From an optimization exercise on the open Yosys and OpenROAD flow, aimed at small area, a short achievable clock period and few clock cycles per item; shortcuts taken in it are not production practice.
Only simulation tests tie the RTL to the original design; equivalence was not proved.
No activity file was given, so power comes from the tool's default toggle rates.

[flow/config.mk]
export PLATFORM = sky130hd
export DESIGN_NAME = layer_fade_ramp_engine
export DESIGN_NICKNAME = layer_fade_ramp_engine
export VERILOG_FILES = /design/flow/design.v
export SDC_FILE = /design/flow/constraint.sdc
export NUM_CORES = 4
export LEC_CHECK = 0
export CAP_MARGIN = 20
export CORE_MARGIN = 2
export CORE_UTILIZATION = 40
export SLEW_MARGIN = 20
[flow/constraint.sdc]
create_clock -name core_clock -period 11.0 [get_ports {clk}]
set_input_delay 2.2000 -clock core_clock [delete_from_list [all_inputs] [get_ports {clk}]]
set_output_delay 2.2000 -clock core_clock [all_outputs]
set_load 0.01 [all_outputs]
[flow/design.v]
`timescale 1ns / 1ps
package lfre_pkg;
  localparam logic [2:0]  CFG_RAMP_STYLE  = 3'd0;
  localparam logic [2:0]  CFG_PERIOD      = 3'd1;
  localparam logic [2:0]  CFG_DURATION    = 3'd2;
  localparam logic [2:0]  CFG_DIM_UNRESP  = 3'd3;
  localparam logic [2:0]  CFG_UNRESP_BPCT = 3'd4;
  localparam logic [2:0]  CFG_UNRESP_SPCT = 3'd5;
  localparam logic [2:0]  CFG_PSAT_OK     = 3'd6;
  localparam logic [15:0] MODAL_BRIGHT = 16'hA8A8;
  localparam int DIV_STAGES = 4;
  localparam int PCT_STAGES = 4;
endpackage
`timescale 1ns / 1ps
`timescale 1ns / 1ps
module lfre_pct (
  input  logic        clk,
  input  logic        clr,
  input  logic        en,
  input  logic [3:0]  cnt,
  input  logic [15:0] x,
  input  logic [6:0]  pct,
  output logic [15:0] q_sat
);
  localparam int S = lfre_pkg::PCT_STAGES;
  logic [6:0]  r, r_n;
  logic [16:0] q, q_n;
  always_comb begin
    logic [8:0] t;
    logic [1:0] k;
    logic [3:0] idx;
    logic [S+1:0] dsum;
    r_n = r;
    dsum = '0;
    t    = '0;
    k    = '0;
    idx  = '0;
    for (int j = 0; j < S; j++) begin
      idx = 4'(15 - (int'(cnt) * S + j));
      t = {1'b0, r_n, 1'b0} + (x[idx] ? {2'b00, pct} : 9'd0);
      if (t >= 9'd300)      begin k = 2'd3; t = t - 9'd300; end
      else if (t >= 9'd200) begin k = 2'd2; t = t - 9'd200; end
      else if (t >= 9'd100) begin k = 2'd1; t = t - 9'd100; end
      else                  begin k = 2'd0; end
      r_n = t[6:0];
      dsum = dsum + ((S+2)'(k) << (S - 1 - j));
    end
    q_n = (q << S) + 17'(dsum);
  end
  always_ff @(posedge clk) begin
    if (clr) begin
      r <= '0;
      q <= '0;
    end else if (en) begin
      r <= r_n;
      q <= q_n;
    end
  end
  assign q_sat = q[16] ? 16'hFFFF : q[15:0];
endmodule
`timescale 1ns / 1ps
`timescale 1ns / 1ps
module layer_fade_ramp_engine (
  input  logic        clk,
  input  logic        rst,
  input  logic        cfg_we,
  input  logic [2:0]  cfg_index,
  input  logic [15:0] cfg_data,
  input  logic        in_valid,
  output logic        in_ready,
  input  logic        req_type,
  input  logic [15:0] elapsed_ms,
  input  logic [15:0] req_opacity,
  input  logic [15:0] req_brightness,
  input  logic [15:0] req_saturation,
  input  logic        owner_alive,
  input  logic        modal_active,
  input  logic        layer_is_modal,
  input  logic        closing,
  output logic        out_valid,
  input  logic        out_ready,
  output logic [15:0] out_opacity,
  output logic [15:0] out_brightness,
  output logic [15:0] out_saturation,
  output logic        needs_repaint,
  output logic        stopped
);
  localparam int SD = lfre_pkg::DIV_STAGES;
  localparam int ND = 16 / SD;
  localparam int SP = lfre_pkg::PCT_STAGES;
  localparam int NP = 16 / SP;
  logic        ramp_style;
  logic [15:0] period_ms;
  logic [15:0] duration_ms;
  logic        dim_unresp;
  logic [6:0]  pct_b, pct_s;
  logic        psat_ok;
  logic [15:0] cur_o, cur_b, cur_s;
  logic [15:0] goal_o, goal_b, goal_s;
  logic [16:0] delta_o, delta_b, delta_s;
  logic [15:0] step;
  logic [13:0] st12;
  logic [14:0] st6;
  logic [15:0] tl;
  logic        ov_r, rp_r, stp_r;
  typedef enum logic [2:0] {E_IDLE, E_SDIV, E_FIX, E_MUL, E_DIV, E_APPLY, E_DONE} eng_t;
  eng_t        eng;
  logic [15:0] rem, quo, dvs;
  logic [3:0]  cnt;
  logic [1:0]  r12, r6;
  logic [1:0]  ch;
  logic        ovf, pos;
  logic [4:0]  pcnt;
  logic [15:0] qb_sat, qs_sat;
  logic [15:0] eff_s, t_o, t_b, t_s;
  logic        idle, dim_path, need_pb, need_ps, modal_ovr, new_goal, step_nz;
  logic        pct_need, pct_done, pct_ok, out_free, slow_cond;
  logic        paint_go, paint_fast, slow_start, slow_done, tick_acc, accept;
  assign eff_s     = psat_ok ? cur_s : req_saturation;
  assign idle      = owner_alive && !closing && !modal_active &&
                     cur_o == req_opacity && cur_b == req_brightness &&
                     eff_s == req_saturation;
  assign dim_path  = !owner_alive && dim_unresp;
  assign need_pb   = dim_path && pct_b != 7'd100;
  assign need_ps   = dim_path && pct_s != 7'd100 && psat_ok;
  assign modal_ovr = !dim_path && modal_active && !layer_is_modal;
  assign t_o       = closing ? 16'd0 : req_opacity;
  assign t_b       = need_pb ? qb_sat : (modal_ovr ? lfre_pkg::MODAL_BRIGHT : req_brightness);
  assign t_s       = need_ps ? qs_sat : (modal_ovr ? 16'd0 : req_saturation);
  assign new_goal  = ramp_style && (t_o != goal_o || t_b != goal_b || t_s != goal_s);
  assign step_nz   = step != 16'd0;
  assign pct_need  = in_valid && req_type && (need_pb || need_ps);
  assign pct_done  = pcnt == 5'(NP);
  assign pct_ok    = !(need_pb || need_ps) || pct_done;
  assign out_free  = !ov_r || out_ready;
  assign slow_cond = ramp_style && step_nz && !new_goal && !idle;
  assign paint_go   = in_valid && req_type && eng == E_IDLE && out_free && pct_ok;
  assign paint_fast = paint_go && !slow_cond;
  assign slow_start = paint_go && slow_cond;
  assign slow_done  = in_valid && req_type && eng == E_DONE;
  assign tick_acc   = in_valid && !req_type;
  assign in_ready   = !in_valid || !req_type || paint_fast || slow_done;
  assign accept     = in_valid && in_ready;
  lfre_pct u_pb (
    .clk (clk), .clr (rst || accept), .en (pct_need && !pct_done), .cnt (pcnt[3:0]),
    .x (req_brightness), .pct (pct_b), .q_sat (qb_sat)
  );
  lfre_pct u_ps (
    .clk (clk), .clr (rst || accept), .en (pct_need && !pct_done), .cnt (pcnt[3:0]),
    .x (req_saturation), .pct (pct_s), .q_sat (qs_sat)
  );
  always_ff @(posedge clk) begin
    if (rst || accept) pcnt <= '0;
    else if (pct_need && !pct_done) pcnt <= pcnt + 5'd1;
  end
  function automatic logic [15:0] slew(input logic [15:0] c, input logic [15:0] t,
                                       input logic [15:0] k);
    logic [16:0] up;
    logic [15:0] dn;
    up = {1'b0, c} + {1'b0, k};
    dn = (k >= c) ? 16'd0 : c - k;
    if (t > c)      slew = (up > {1'b0, t}) ? t : up[15:0];
    else if (t < c) slew = (dn < t) ? t : dn;
    else            slew = c;
  endfunction
  logic [15:0] v_o, v_b, v_s;
  logic        do_step, vpos;
  always_comb begin
    if (!ramp_style) begin
      v_o = slew(cur_o, t_o, step);
      v_b = slew(cur_b, t_b, {2'd0, st12});
      v_s = slew(eff_s, t_s, {1'd0, st6});
    end else if (duration_ms != 16'd0) begin
      v_o = cur_o;
      v_b = cur_b;
      v_s = eff_s;
    end else begin
      v_o = t_o;
      v_b = t_b;
      v_s = t_s;
    end
    do_step = !idle && (ramp_style ? new_goal : step_nz);
    vpos    = v_o != 16'd0;
  end
  logic [15:0] rem_d, quo_d;
  logic [13:0] st12_d;
  logic [14:0] st6_d;
  logic [1:0]  r12_d, r6_d;
  always_comb begin
    logic [16:0] trial;
    logic        ge;
    logic [2:0]  rr;
    int          bi;
    rem_d  = rem;
    quo_d  = quo;
    st12_d = st12;
    st6_d  = st6;
    r12_d  = r12;
    r6_d   = r6;
    rr     = '0;
    trial  = '0;
    ge     = 1'b0;
    for (int j = 0; j < SD; j++) begin
      bi    = 15 - (int'(cnt) * SD + j);
      trial = {rem_d, quo_d[15]};
      ge    = trial >= {1'b0, dvs};
      rem_d = ge ? 16'(trial - {1'b0, dvs}) : trial[15:0];
      quo_d = {quo_d[14:0], ge};
      if (bi >= 2) begin
        rr     = {r12_d, ge};
        st12_d = {st12_d[12:0], rr >= 3'd3};
        r12_d  = (rr >= 3'd3) ? 2'(rr - 3'd3) : rr[1:0];
      end
      if (bi >= 1) begin
        rr    = {r6_d, ge};
        st6_d = {st6_d[13:0], rr >= 3'd3};
        r6_d  = (rr >= 3'd3) ? 2'(rr - 3'd3) : rr[1:0];
      end
    end
  end
  logic [16:0] msum;
  assign msum = {1'b0, rem} + (quo[0] ? {1'b0, dvs} : 17'd0);
  logic [16:0] d_ch, absd_o, absd_b, absd_s;
  logic [15:0] t_ch;
  logic [16:0] q_ap;
  logic signed [18:0] v_ap;
  logic [15:0] v_apc;
  assign absd_o = delta_o[16] ? 17'(-delta_o) : delta_o;
  assign absd_b = delta_b[16] ? 17'(-delta_b) : delta_b;
  assign absd_s = delta_s[16] ? 17'(-delta_s) : delta_s;
  always_comb begin
    case (ch)
      2'd0:    begin d_ch = delta_o; t_ch = t_o; end
      2'd1:    begin d_ch = delta_b; t_ch = t_b; end
      default: begin d_ch = delta_s; t_ch = t_s; end
    endcase
    q_ap  = (duration_ms == 16'd0) ? 17'd0 : (ovf ? 17'h10000 : {1'b0, quo});
    v_ap  = d_ch[16] ? $signed({3'b000, t_ch}) + $signed({2'b00, q_ap})
                     : $signed({3'b000, t_ch}) - $signed({2'b00, q_ap});
    v_apc = v_ap[18] ? 16'd0 : ((|v_ap[17:16]) ? 16'hFFFF : v_ap[15:0]);
  end
  always_ff @(posedge clk) begin
    if (rst) begin
      ramp_style  <= 1'b0;
      period_ms   <= 16'd100;
      duration_ms <= 16'd100;
      dim_unresp  <= 1'b0;
      pct_b       <= 7'd65;
      pct_s       <= 7'd0;
      psat_ok     <= 1'b1;
    end else if (cfg_we) begin
      case (cfg_index)
        lfre_pkg::CFG_RAMP_STYLE:  ramp_style  <= cfg_data[0];
        lfre_pkg::CFG_PERIOD:      period_ms   <= cfg_data;
        lfre_pkg::CFG_DURATION:    duration_ms <= cfg_data;
        lfre_pkg::CFG_DIM_UNRESP:  dim_unresp  <= cfg_data[0];
        lfre_pkg::CFG_UNRESP_BPCT: pct_b       <= cfg_data[6:0];
        lfre_pkg::CFG_UNRESP_SPCT: pct_s       <= cfg_data[6:0];
        lfre_pkg::CFG_PSAT_OK:     psat_ok     <= cfg_data[0];
        default: ;
      endcase
    end
  end
  always_ff @(posedge clk) begin
    if (rst) begin
      cur_o  <= 16'hFFFF; cur_b  <= 16'hFFFF; cur_s  <= 16'hFFFF;
      goal_o <= 16'hFFFF; goal_b <= 16'hFFFF; goal_s <= 16'hFFFF;
      delta_o <= '0; delta_b <= '0; delta_s <= '0;
      step <= '0; st12 <= '0; st6 <= '0;
      tl   <= '0;
      ov_r <= 1'b0; rp_r <= 1'b0; stp_r <= 1'b0;
      eng  <= E_IDLE;
      cnt  <= '0;
      ch   <= '0;
      ovf  <= 1'b0;
      pos  <= 1'b0;
      r12  <= '0;
      r6   <= '0;
    end else begin
      if (out_ready) ov_r <= 1'b0;
      case (eng)
        E_SDIV: begin
          rem  <= rem_d;
          quo  <= quo_d;
          st12 <= st12_d;
          st6  <= st6_d;
          r12  <= r12_d;
          r6   <= r6_d;
          cnt  <= cnt + 4'd1;
          if (cnt == 4'(ND - 1)) begin
            step <= quo_d;
            eng  <= (quo_d < 16'd12) ? E_FIX : E_IDLE;
          end
        end
        E_FIX: begin
          step <= 16'd12;
          st12 <= 14'd1;
          st6  <= 15'd2;
          eng  <= E_IDLE;
        end
        E_MUL: begin
          rem <= msum[16:1];
          quo <= {msum[0], quo[15:1]};
          cnt <= cnt + 4'd1;
          if (cnt == 4'd15) begin
            cnt <= '0;
            dvs <= duration_ms;
            eng <= E_DIV;
          end
        end
        E_DIV: begin
          rem <= rem_d;
          quo <= quo_d;
          cnt <= cnt + 4'd1;
          if (cnt == 4'd0) ovf <= rem >= dvs;
          if (cnt == 4'(ND - 1)) eng <= E_APPLY;
        end
        E_APPLY: begin
          cnt <= '0;
          rem <= '0;
          quo <= tl;
          if (ch == 2'd0) begin
            cur_o <= v_apc;
            pos   <= !v_ap[18] && v_ap != 19'sd0;
            if (v_ap[18] || v_ap == 19'sd0) begin
              eng <= E_DONE;
            end else begin
              ch  <= 2'd1;
              dvs <= absd_b[15:0];
              eng <= E_MUL;
            end
          end else if (ch == 2'd1) begin
            cur_b <= v_apc;
            ch    <= 2'd2;
            dvs   <= absd_s[15:0];
            eng   <= E_MUL;
          end else begin
            cur_s <= v_apc;
            eng   <= E_DONE;
          end
        end
        default: ;
      endcase
      if (tick_acc) begin
        if (!ramp_style) begin
          tl <= '0;
          if (period_ms == 16'd0 || elapsed_ms >= period_ms) begin
            step <= 16'hFFFF; st12 <= 14'd5461; st6 <= 15'd10922;
            eng  <= E_IDLE;
          end else if (elapsed_ms == 16'd0) begin
            step <= 16'd12; st12 <= 14'd1; st6 <= 15'd2;
            eng  <= E_IDLE;
          end else begin
            eng <= E_SDIV;
            cnt <= '0;
            rem <= elapsed_ms - 16'd1;
            quo <= 16'd0 - elapsed_ms;
            dvs <= period_ms;
            r12 <= '0;
            r6  <= '0;
          end
        end else begin
          eng  <= E_IDLE;
          st12 <= '0;
          st6  <= '0;
          if (tl != 16'd0) begin
            step <= 16'd1;
            tl   <= (elapsed_ms >= tl) ? 16'd0 : tl - elapsed_ms;
          end else begin
            step <= 16'd0;
          end
        end
      end
      if (paint_fast) begin
        ov_r  <= 1'b1;
        cur_s <= eff_s;
        rp_r  <= 1'b0;
        stp_r <= 1'b0;
        if (do_step) begin
          step <= '0; st12 <= '0; st6 <= '0;
          if (vpos) begin
            cur_o <= v_o;
            cur_b <= v_b;
            cur_s <= v_s;
            rp_r  <= v_o != t_o || v_b != t_b || v_s != t_s;
          end else begin
            cur_o <= 16'd0;
            stp_r <= 1'b1;
          end
        end
        if (ramp_style && new_goal && !idle) begin
          tl      <= duration_ms;
          delta_o <= {1'b0, t_o} - {1'b0, cur_o};
          delta_b <= {1'b0, t_b} - {1'b0, cur_b};
          delta_s <= {1'b0, t_s} - {1'b0, eff_s};
          goal_o  <= t_o;
          goal_b  <= t_b;
          goal_s  <= t_s;
        end
      end
      if (slow_start) begin
        cur_s <= eff_s;
        ch    <= 2'd0;
        cnt   <= '0;
        rem   <= '0;
        quo   <= tl;
        dvs   <= absd_o[15:0];
        eng   <= E_MUL;
      end
      if (slow_done) begin
        ov_r  <= 1'b1;
        step  <= '0; st12 <= '0; st6 <= '0;
        rp_r  <= pos && (cur_o != t_o || cur_b != t_b || cur_s != t_s);
        stp_r <= !pos;
        eng   <= E_IDLE;
      end
    end
  end
  assign out_valid      = ov_r;
  assign out_opacity    = cur_o;
  assign out_brightness = cur_b;
  assign out_saturation = cur_s;
  assign needs_repaint  = rp_r;
  assign stopped        = stp_r;
endmodule
[flow/run.sh]
#!/bin/bash
# synth_recipe.tcl (not shown) runs the flow's synth.tcl, then flattens the netlist and writes it again
# the make line also repeats each setting of config.mk as NAME=value (left out here)
make -C /OpenROAD-flow-scripts/flow DESIGN_CONFIG=/design/flow/config.mk WORK_HOME=/design/flow/orfs CLKGATE_MAP_FILE= SYNTH_SCRIPT=/design/flow/synth_recipe.tcl finish
==> results.toml, run 1 <==
[clocking]
insertion_delay_ps = 670
clk_path_buf_depth = 3
clockRootBuffer = "clkbuf_16"
path_clk_slew_ps = 60
cts_tree = "done"
cts_buffers = 49
htreeDepth = 2
clkSinkCount = 376
hold_buffers = 0

[routing]
viasPerCell = 6.20
dr.pass1.iters = 6
wirelength_um = 240000
drc_errors = 0
ant_nets = 0
vias = 56400
post_drt_wl_per_cell_um = 26.4
drtIter0Drc = 6697

[power_and_ir_drop]
total_power_mw = 21.6
clockPowerShare_pct = 8.1
internal_power_mw = 11.3
swShare_pct = 47.7
combPwrFrac_pct = 84.1
p_sw_mw = 10.3
seqPwrFrac_pct = 7.8
power.density_mw_per_mm2 = 351
peakVddDrop_mv = 0.902
total_leakage_power_nw = 26.2

[timing]
final.setup.worst_slack_ps = -1360
setup_viol = 56
post-route-period-util_pct = 112
drv_slew = 0
worst-slew-pin-transition_ps = 1290
fmax_mhz = 80.9
hold_ws_ps = 464
hold_viol = 0
max-slew-margin-rel_pct = 13.3
min_period_ps = 12360
clock-skew-final_ps = 35.4
rsz0062_at_grt = "true"

[critical_path]
critPathKind = "input port to register"
crit_required_ps = 11570
reg2reg_from = "pcnt[1]"
crit_fanout = 6
endpoint_kind = "register"
critPathLaunch = "req_brightness[3]"
slowest_stage = "mux4_2"
rrSetupSlack_ps = -180
cpPeakStageDelay_ps = 600
reg2reg_to = "u_pb.q[15]"
rr_worst_depth = 59
endpoint = "u_pb.q[15]"
worstSetupStartpointType = "input port"
cp.arrival_ps = 12930

[placement]
dp_hpwl_um = 187000
port_buffers = 144
gp_congestion = 1.12
dp.cells = 8857
placed_area_sq_mm = 0.0568

[yosys]
yosysMostFrequentCell = "nand2_1"
yosys-top-cells-count = "nand2_1, nor2_1, a21oi_1"
synth_top_area_cell = "dfxtp_1"
ys_warn_count = 2
synth_ff_type = "dfxtp_1"
syn_area_per_cell_sq_um = 7.16
synth_nets = 7422
syn_inst = 6778
synth_edf_count = 48
ys_top_cells_by_area = "dfxtp_1, ha_1, xnor2_1"
synth_seq_cells = 376
synth_top_area_share_pct = 13.5
seq_area_frac_synth_pct = 16.5
yosys.cell_types.count = 110
synthArstFlopShare_pct = 0
netlist_area_sq_mm = 0.0485

[grt]
grt_pass1_wl_um = 344000
grt_overflow_total = 0
grt_antenna_before_repair = 14
grt_pass1_vias = 51400
grt_usage_pct = 36.6
grt_max_degree = 102

[final_layout]
stdcell_area_sq_mm = 0.0615
layoutNonFillerInstCount = 9105
final_nets = 8087
area_growth_syn_to_layout_pct = 26.9
drive_above_1_share_pct = 19.8

[floorplan]
core-area_sq_mm = 0.120
die_w_um = 352
num_rows = 127
die_h_um = 352
ios = 145
die_area_sq_mm = 0.124
start_util_pct = 40.4

[hold_path]
worstHoldPathType = "register to register"

[status]
outcome = "complete, but fails checks"
so_faults = "setup timing"

[run]
maxCapViolCount = 0
==> cell type report <==
type	instances	area, sq um
Multi-Input combinational cell	5537	39900
Tap cell	1612	2020
Inverter	515	1960
Clock inverter	22	262
Clock buffer	67	1440
Sequential cell	376	8010
Antenna cell	12	30.0
Fill cell	12000	58600
Timing Repair Buffer	964	7890
==> worst max-delay path: cells and delay by family <==
kind | cells | cell delay (ps)
xor+xnor | 4 | 600
buf+inv | 9 | 780
fa+ha+maj | 9 | 2030
mux | 2 | 690
compound gates | 21 | 3940
simple gates | 15 | 2650
==> per-stage QoR <==
step           utilization, %  setup WS [ps]  setup TNS, ps
6_report                 51.2          -1360         -25700
3_5_place_dp             47.3          -2840         -98990
2_1_floorplan               -          -1770         -36230
3_3_place_gp             47.3          -2740         -90900
4_1_cts                  49.9          -1460         -23910
5_1_grt                  51.2          -1850         -55570
==> worst min path at each step <==
stage | from | endpoint | slack, ps | cells after the start
3_5_place_dp | u_ps.r[3] | u_ps.r[3] | 460 | 2
2_1_floorplan | u_ps.r[3] | u_ps.r[3] | 430 | 2
6_report | pos | pos | 460 | 2
5_1_grt | pos | pos | 500 | 2
3_3_place_gp | pos | pos | 450 | 2
4_1_cts | pos | pos | 470 | 2
==> sequential cells by signal, summed over array words and instances, names as in the netlist, 17 cells and up <==
signal   cells
u_pb.q      17
delta_o     17
delta_b     17
delta_s     17
u_ps.q      17
==> timing repair <==
item / CTS / global route
setup endpoints to repair: 67 / 68
pin swaps: 180 / 228
gates cloned: 0 / 0
setup buffers: 89 / 78
gates resized for setup: 217 / 247
==> layout by cell type (no fill, tap or decap), types with 30 or more instances in the layout <==
master / instances
nand4_1: 88
edfxtp_1: 48
o22ai_1: 37
xor2_1: 100
ha_1: 477
o21bai_1: 60
a31oi_1: 49
buf_4: 754
mux2_2: 32
a21oi_1: 531
nor3_1: 113
nand2b_1: 76
clkdlybuf4s50_1: 135
inv_2: 33
o211ai_1: 133
buf_6: 67
and3_1: 30
o21a_1: 51
dfxtp_1: 326
a21o_1: 132
nand3_1: 99
nor4_1: 62
o21ai_0: 376
nand2_1: 661
a221oi_1: 35
o21ai_2: 33
mux2i_1: 101
o31ai_1: 45
a21oi_2: 54
nor2b_1: 63
a22oi_1: 35
inv_1: 461
nor2_1: 661
ha_4: 40
a211oi_1: 146
xnor2_1: 312
or3_1: 53
o21ai_1: 45
and2_1: 82
clkbuf_16: 51
==> power groups by stage <==
| stage | combinational (mW) | clock, mW | sequential (mW) |
|---|---|---|---|
| final | 18.2 | 1.76 | 1.69 |
| after global routing | 19.4 | 1.82 | 1.69 |
| after CTS | 15.3 | 1.77 | 1.68 |
| after detailed placement | 14.6 | 0 | 1.70 |
| after global placement | 14.4 | 0 | 1.70 |
| after floorplan | 9.54 | 0 | 1.67 |
==> layer usage <==
| layer | GRT usage (%) | vias up | share of wire, % |
|---|---|---|---|
| li1 | - | 25700 | - |
| met4 | 17.8 | 10 | 5.8 |
| met1 | 49.6 | 26900 | 42 |
| met3 | 8.71 | 691 | 11 |
| met2 | 54.0 | 3059 | 41 |
| met5 | 0 | - | 0.024 |
==> cells by family (layout without fill, tap and decap cells) <==
| group | after synthesis | after routing | synth area share (%) |
|---|---|---|---|
| AO/OA/AOI/OAI | 2162 | 2162 | 29.1 |
| XOR/XNOR | 448 | 448 | 8.12 |
| adder cells (fa/ha/maj) | 551 | 551 | 14.6 |
| buffers and inverters | 865 | 1568 | 6.77 |
| flip-flops | 376 | 376 | 16.5 |
| multiplexers | 160 | 160 | 3.63 |
| other | 0 | 12 | 0 |
| AND/OR/NAND/NOR | 2216 | 2216 | 21.3 |
Testbench counts, summed over its fixed seeds: cycles 16,210, items 10,240.
==> run 2, diff against run 1 <==
--- a/flow/design.v
+++ b/flow/design.v
@@ -9,6 +9,6 @@
   localparam logic [2:0]  CFG_PSAT_OK     = 3'd6;
   localparam logic [15:0] MODAL_BRIGHT = 16'hA8A8;
-  localparam int DIV_STAGES = 4;
-  localparam int PCT_STAGES = 4;
+  localparam int DIV_STAGES = 2;
+  localparam int PCT_STAGES = 2;
 endpackage
 `timescale 1ns / 1ps
@@ -60,4 +60,25 @@
 endmodule
 `timescale 1ns / 1ps
+module lfre_slew (
+  input  logic [15:0] c,
+  input  logic [15:0] t,
+  input  logic [15:0] k,
+  output logic [16:0] dif,
+  output logic        eq,
+  output logic        sel_t,
+  output logic [15:0] v
+);
+  logic [16:0] up, dn;
+  logic        gt, up_ge, dn_le;
+  assign dif   = {1'b0, t} - {1'b0, c};
+  assign eq    = dif == 17'd0;
+  assign gt    = !dif[16] && !eq;
+  assign up    = {1'b0, c} + {1'b0, k};
+  assign dn    = {1'b0, c} - {1'b0, k};
+  assign up_ge = up >= {1'b0, t};
+  assign dn_le = dn[16] || dn[15:0] <= t;
+  assign sel_t = eq || (gt ? up_ge : dn_le);
+  assign v     = sel_t ? t : (gt ? up[15:0] : dn[15:0]);
+endmodule
 `timescale 1ns / 1ps
 module layer_fade_ramp_engine (
@@ -110,5 +131,5 @@
   logic [1:0]  r12, r6;
   logic [1:0]  ch;
-  logic        ovf, pos;
+  logic        ovf, pos, srp;
   logic [4:0]  pcnt;
   logic [15:0] qb_sat, qs_sat;
@@ -118,7 +139,4 @@
   logic        paint_go, paint_fast, slow_start, slow_done, tick_acc, accept;
   assign eff_s     = psat_ok ? cur_s : req_saturation;
-  assign idle      = owner_alive && !closing && !modal_active &&
-                     cur_o == req_opacity && cur_b == req_brightness &&
-                     eff_s == req_saturation;
   assign dim_path  = !owner_alive && dim_unresp;
   assign need_pb   = dim_path && pct_b != 7'd100;
@@ -130,4 +148,12 @@
   assign new_goal  = ramp_style && (t_o != goal_o || t_b != goal_b || t_s != goal_s);
   assign step_nz   = step != 16'd0;
+  logic [16:0] dif_o, dif_b, dif_s;
+  logic        eq_o, eq_b, eq_s;
+  logic        st_o, st_b, st_s;
+  logic [15:0] sv_o, sv_b, sv_s;
+  lfre_slew u_sl_o (.c(cur_o), .t(t_o), .k(step),           .dif(dif_o), .eq(eq_o), .sel_t(st_o), .v(sv_o));
+  lfre_slew u_sl_b (.c(cur_b), .t(t_b), .k({2'd0, st12}),   .dif(dif_b), .eq(eq_b), .sel_t(st_b), .v(sv_b));
+  lfre_slew u_sl_s (.c(eff_s), .t(t_s), .k({1'd0, st6}),    .dif(dif_s), .eq(eq_s), .sel_t(st_s), .v(sv_s));
+  assign idle      = owner_alive && !closing && !modal_active && eq_o && eq_b && eq_s;
   assign pct_need  = in_valid && req_type && (need_pb || need_ps);
   assign pct_done  = pcnt == 5'(NP);
@@ -154,25 +180,18 @@
     else if (pct_need && !pct_done) pcnt <= pcnt + 5'd1;
   end
-  function automatic logic [15:0] slew(input logic [15:0] c, input logic [15:0] t,
-                                       input logic [15:0] k);
-    logic [16:0] up;
-    logic [15:0] dn;
-    up = {1'b0, c} + {1'b0, k};
-    dn = (k >= c) ? 16'd0 : c - k;
-    if (t > c)      slew = (up > {1'b0, t}) ? t : up[15:0];
-    else if (t < c) slew = (dn < t) ? t : dn;
-    else            slew = c;
-  endfunction
   logic [15:0] v_o, v_b, v_s;
-  logic        do_step, vpos;
+  logic        do_step, vpos, rp_f;
   always_comb begin
+    rp_f = 1'b0;
     if (!ramp_style) begin
-      v_o = slew(cur_o, t_o, step);
-      v_b = slew(cur_b, t_b, {2'd0, st12});
-      v_s = slew(eff_s, t_s, {1'd0, st6});
+      v_o  = sv_o;
+      v_b  = sv_b;
+      v_s  = sv_s;
+      rp_f = !(st_o && st_b && st_s);
     end else if (duration_ms != 16'd0) begin
-      v_o = cur_o;
-      v_b = cur_b;
-      v_s = eff_s;
+      v_o  = cur_o;
+      v_b  = cur_b;
+      v_s  = eff_s;
+      rp_f = !(eq_o && eq_b && eq_s);
     end else begin
       v_o = t_o;
@@ -219,14 +238,23 @@
     end
   end
+  logic [15:0] em1;
+  assign em1 = elapsed_ms - 16'd1;
   logic [16:0] msum;
   assign msum = {1'b0, rem} + (quo[0] ? {1'b0, dvs} : 17'd0);
-  logic [16:0] d_ch, absd_o, absd_b, absd_s;
+  logic [16:0] d_ch, absd_b;
   logic [15:0] t_ch;
   logic [16:0] q_ap;
   logic signed [18:0] v_ap;
   logic [15:0] v_apc;
-  assign absd_o = delta_o[16] ? 17'(-delta_o) : delta_o;
-  assign absd_b = delta_b[16] ? 17'(-delta_b) : delta_b;
-  assign absd_s = delta_s[16] ? 17'(-delta_s) : delta_s;
+  logic [16:0] d_nx;
+  always_comb begin
+    case (ch)
+      2'd0:    d_nx = delta_b;
+      default: d_nx = delta_s;
+    endcase
+  end
+  logic [16:0] d_ld;
+  assign d_ld   = (eng == E_APPLY) ? d_nx : delta_o;
+  assign absd_b = d_ld[16] ? 17'(-d_ld) : d_ld;
   always_comb begin
     case (ch)
@@ -275,4 +303,5 @@
       ovf  <= 1'b0;
       pos  <= 1'b0;
+      srp  <= 1'b0;
       r12  <= '0;
       r6   <= '0;
@@ -320,4 +349,5 @@
           rem <= '0;
           quo <= tl;
+          if (v_apc != t_ch) srp <= 1'b1;
           if (ch == 2'd0) begin
             cur_o <= v_apc;
@@ -333,5 +363,5 @@
             cur_b <= v_apc;
             ch    <= 2'd2;
-            dvs   <= absd_s[15:0];
+            dvs   <= absd_b[15:0];
             eng   <= E_MUL;
           end else begin
@@ -354,6 +384,6 @@
             eng <= E_SDIV;
             cnt <= '0;
-            rem <= elapsed_ms - 16'd1;
-            quo <= 16'd0 - elapsed_ms;
+            rem <= em1;
+            quo <= ~em1;
             dvs <= period_ms;
             r12 <= '0;
@@ -383,5 +413,5 @@
             cur_b <= v_b;
             cur_s <= v_s;
-            rp_r  <= v_o != t_o || v_b != t_b || v_s != t_s;
+            rp_r  <= rp_f;
           end else begin
             cur_o <= 16'd0;
@@ -391,7 +421,7 @@
         if (ramp_style && new_goal && !idle) begin
           tl      <= duration_ms;
-          delta_o <= {1'b0, t_o} - {1'b0, cur_o};
-          delta_b <= {1'b0, t_b} - {1'b0, cur_b};
-          delta_s <= {1'b0, t_s} - {1'b0, eff_s};
+          delta_o <= dif_o;
+          delta_b <= dif_b;
+          delta_s <= dif_s;
           goal_o  <= t_o;
           goal_b  <= t_b;
@@ -400,4 +430,5 @@
       end
       if (slow_start) begin
+        srp   <= 1'b0;
         cur_s <= eff_s;
         ch    <= 2'd0;
@@ -405,5 +436,5 @@
         rem   <= '0;
         quo   <= tl;
-        dvs   <= absd_o[15:0];
+        dvs   <= absd_b[15:0];
         eng   <= E_MUL;
       end
@@ -411,5 +442,5 @@
         ov_r  <= 1'b1;
         step  <= '0; st12 <= '0; st6 <= '0;
-        rp_r  <= pos && (cur_o != t_o || cur_b != t_b || cur_s != t_s);
+        rp_r  <= pos && srp;
         stp_r <= !pos;
         eng   <= E_IDLE;
==> results.toml, run 2 <==
[grt]
grt_pass1_vias = 38600
grt_antenna_before_repair = 3
grt_usage_pct = 30.9
grt_overflow_total = 0
grt_pass1_wl_um = 246000
grt_max_degree = 85

[floorplan]
core-area_sq_mm = 0.100
die_h_um = 322
num_rows = 116
start_util_pct = 40.4
die_w_um = 322
ios = 145
die_area_sq_mm = 0.104

[yosys]
synth_xor_area_share_pct = 6.33
synth_top_area_share_pct = 16.3
ys_top_cells_by_area = "dfxtp_1, ha_1, a21oi_1"
yosys.cell_types.count = 104
yosysMostFrequentCell = "nor2_1"
synthAdderAreaFrac_pct = 14.4
syn_inst = 5444
synth_top_family_by_area = "compound AO/OA/AOI/OAI gates"
synth_top_area_cell = "dfxtp_1"
synthSimpleGateAreaFrac_pct = 21.3
yosys-top-cells-count = "nor2_1, nand2_1, a21oi_1"
synth_nets = 5989
muxShareOfSynthArea_pct = 4.56
ys_warn_count = 2
synth_seq_cells = 377
synth_edf_count = 48
syn_area_per_cell_sq_um = 7.43
synth-compound-area-share_pct = 27.3
netlist_area_sq_mm = 0.0404
synth_ff_type = "dfxtp_1"
seq_area_frac_synth_pct = 19.9
synthArstFlopShare_pct = 0

[clocking]
cts_resized = 0
path_clk_slew_ps = 60
clkSinkCount = 377
cts_setup_buffers = 0
htreeDepth = 2
cts_buffers = 49
insertion_delay_ps = 630
cts_tree = "done"
clk_path_buf_depth = 3
hold_buffers = 0
clockRootBuffer = "clkbuf_16"

[hold_path]
worstHoldPathType = "register to register"

[final_layout]
fillers = 10200
area_growth_syn_to_layout_pct = 11.2
final_nets = 5997
fin_util_pct = 44.9
drive_above_1_share_pct = 5.79
seqCellArea_sq_mm = 0.00803
layout_common_cells = "nor2_1, nand2_1, a21oi_1"
final_common_cell = "nor2_1"
multiInputGateArea_sq_mm = 0.0300
stdcell_area_sq_mm = 0.0450

[routing]
post_drt_wl_per_cell_um = 24.3
dr.pass1.iters = 7
ant_nets = 0
viasPerCell = 6.15
wirelength_um = 165000
drtIter0Drc = 4809
drc_errors = 0
vias = 41700

[critical_path]
rrSetupSlack_ps = 2280
crit_fanout = 23
critPathLaunch = "owner_alive"
cp.arrival_ps = 8210
crit_chain = "clkdlybuf4s50_1 -> nor2b_1 -> o311ai_4 -> buf_4 -> a31oi_1 -> inv_1 -> ha_1 -> a21o_1 -> a21oi_1 -> nand2b_1 -> or3b_2 -> a221o_1 -> nor2_1 -> nand4b_1 -> nor2_1 -> and3_1 -> o21ai_2 -> nor2b_1 -> nand3_1 -> clkdlybuf4s50_1"
slowest_stage = "clkdlybuf4s50_1"
rr_worst_depth = 33
reg2reg_to = "u_ps.q[16]"
worstSetupStartpointType = "input port"
path_depth = 20
endpoint_kind = "output pin"
reg2reg_from = "pcnt[1]"
crit_required_ps = 8800
crit_family = "simple AND/OR/NAND/NOR gates"
cpPeakStageDelay_ps = 530
critPathKind = "input port to output pin"
endpoint = "in_ready"
worst-path-buf-inv = 4

[timing]
totalNegativeSetupSlack_ps = 0
clock-skew-final_ps = 28.2
worst-slew-pin-transition_ps = 1170
hold_viol = 0
fmax_mhz = 96.1
setup_viol = 0
min_period_ps = 10410
rsz0062_at_grt = "false"
max-slew-margin-rel_pct = 21.8
drv_slew = 0
hold_ws_ps = 472
post-route-period-util_pct = 94.6

[placement]
placed_area_sq_mm = 0.0432
gp_congestion = 1.03
dp_hpwl_um = 129000
port_buffers = 144

[power_and_ir_drop]
total_leakage_power_nw = 18.9
total_power_mw = 6.19
power.density_mw_per_mm2 = 138
peakVddDrop_mv = 0.112

[run]
maxCapViolCount = 0

[status]
outcome = "finished clean"
[run 2: cell count changes after synthesis, sizes merged, moves of 30 or more]
cell    change
o21ai     -177
xor2       -34
nand2     -151
a211oi     -37
inv       -139
xnor2     -122
a21oi     -125
o21bai     -30
clkbuf     -59
and2       -53
nor2       -93
ha         -92
[run 2: logic make-up (layout without fill, tap and decap cells)]
kind of cell,Yosys count,count (layout)
and+or+nand+nor,1836,1836
AOI/OAI and AO/OA,1657,1657
buffers and inverters,660,708
adders and majority gates,452,452
DFF,377,377
xor gates and xnor gates,292,292
muxes,170,170
other,0,1
[run 2: worst min-delay path by stage]
| stage | startpoint | depth (start not counted) | slack, ps | endpoint |
|---|---|---|---|---|
| 2_1_floorplan | u_pb.r[4] | 2 | 440 | u_pb.r[4] |
| 3_3_place_gp | u_ps.r[0] | 2 | 460 | u_ps.r[0] |
| 3_5_place_dp | u_ps.r[0] | 2 | 460 | u_ps.r[0] |
| 4_1_cts | u_ps.r[0] | 2 | 470 | u_ps.r[0] |
| 5_1_grt | u_pb.r[0] | 2 | 490 | u_pb.r[0] |
| 6_report | u_ps.r[0] | 2 | 470 | u_ps.r[0] |
[run 2: worst reg2reg max path, delay by kind of cell (launching register included)]
| kind | cells | cell delay, ps |
|---|---|---|
| compound gates | 10 | 2290 |
| xor+xnor | 2 | 570 |
| fa+ha+maj | 5 | 1550 |
| buf+inv | 2 | 440 |
| flops | 1 | 750 |
| mux | 2 | 980 |
| simple gates | 12 | 2050 |
[run 2: power breakdown]
group | switching (mW) | total [mW] | leakage, nW | internal [mW]
Combinational | 1.72 | 2.85 | 15.0 | 1.12
Sequential | 0.130 | 1.59 | 3.14 | 1.46
Clock | 0.726 | 1.75 | 0.836 | 1.02
[run 2: metrics by stage]
step | setup WS [ps] | cells
finish | 590 | 6791
global route | 340 | 6790
CTS | 708 | 6789
detailed placement | 507 | 6698
global placement | 613 | 6697
floorplan | 1720 | 5444
[run 2: area by class of cell]
| type | count | area share (%) |
|---|---|---|
| clock buffer | 67 | 3.15 |
| clock inverter | 24 | 0.626 |
| timing repair buffer | 254 | 5.07 |
| inverter | 363 | 3.04 |
| multi-input combinational | 4407 | 66.6 |
| antenna | 1 | 0.00557 |
| tap | 1298 | 3.61 |
| sequential | 377 | 17.9 |
[run 2: routing by layer]
metal  share of wire, %  global-route usage [%]
met5              0.027                       0
met1                 44                    42.6
met2                 43                    47.0
met4                5.0                    14.0
met3                8.4                    5.00
Testbench counts of run 2, summed over its fixed seeds: cycles 22,046, items 10,240.

[afterwards: timing with drivers on the ports]
How much do the figures lean on ideal ports? The routed layouts below were timed once more, with nothing changed but the port constraints.
Step 1, drivers: a clkbuf_16 drives clk and a buf_2 each remaining input, both assumed.
Step 2 adds t to the input delays and takes it off the output delays; t is the mean of the earliest and latest rising clock arrival at the registers after step 1. Input paths then give back, and output paths get back, about the clock's delay inside the block.
Three values: ideal, step 1, step 2; two values: the first two.
| run | shift t [ns] | slack for setup (ns) | clock arrival spread, ns |
|---|---|---|---|
| run 1 | 0.730 | -1.357 / -1.308 / -2.038 | 0.035 / 0.035 |
| run 2 | 0.689 | 0.590 / 0.564 / 0.376 | 0.028 / 0.029 |
The setup slack of run 1, which loses most, moves by +0.049 ns with the drivers and by -0.681 ns with both steps.
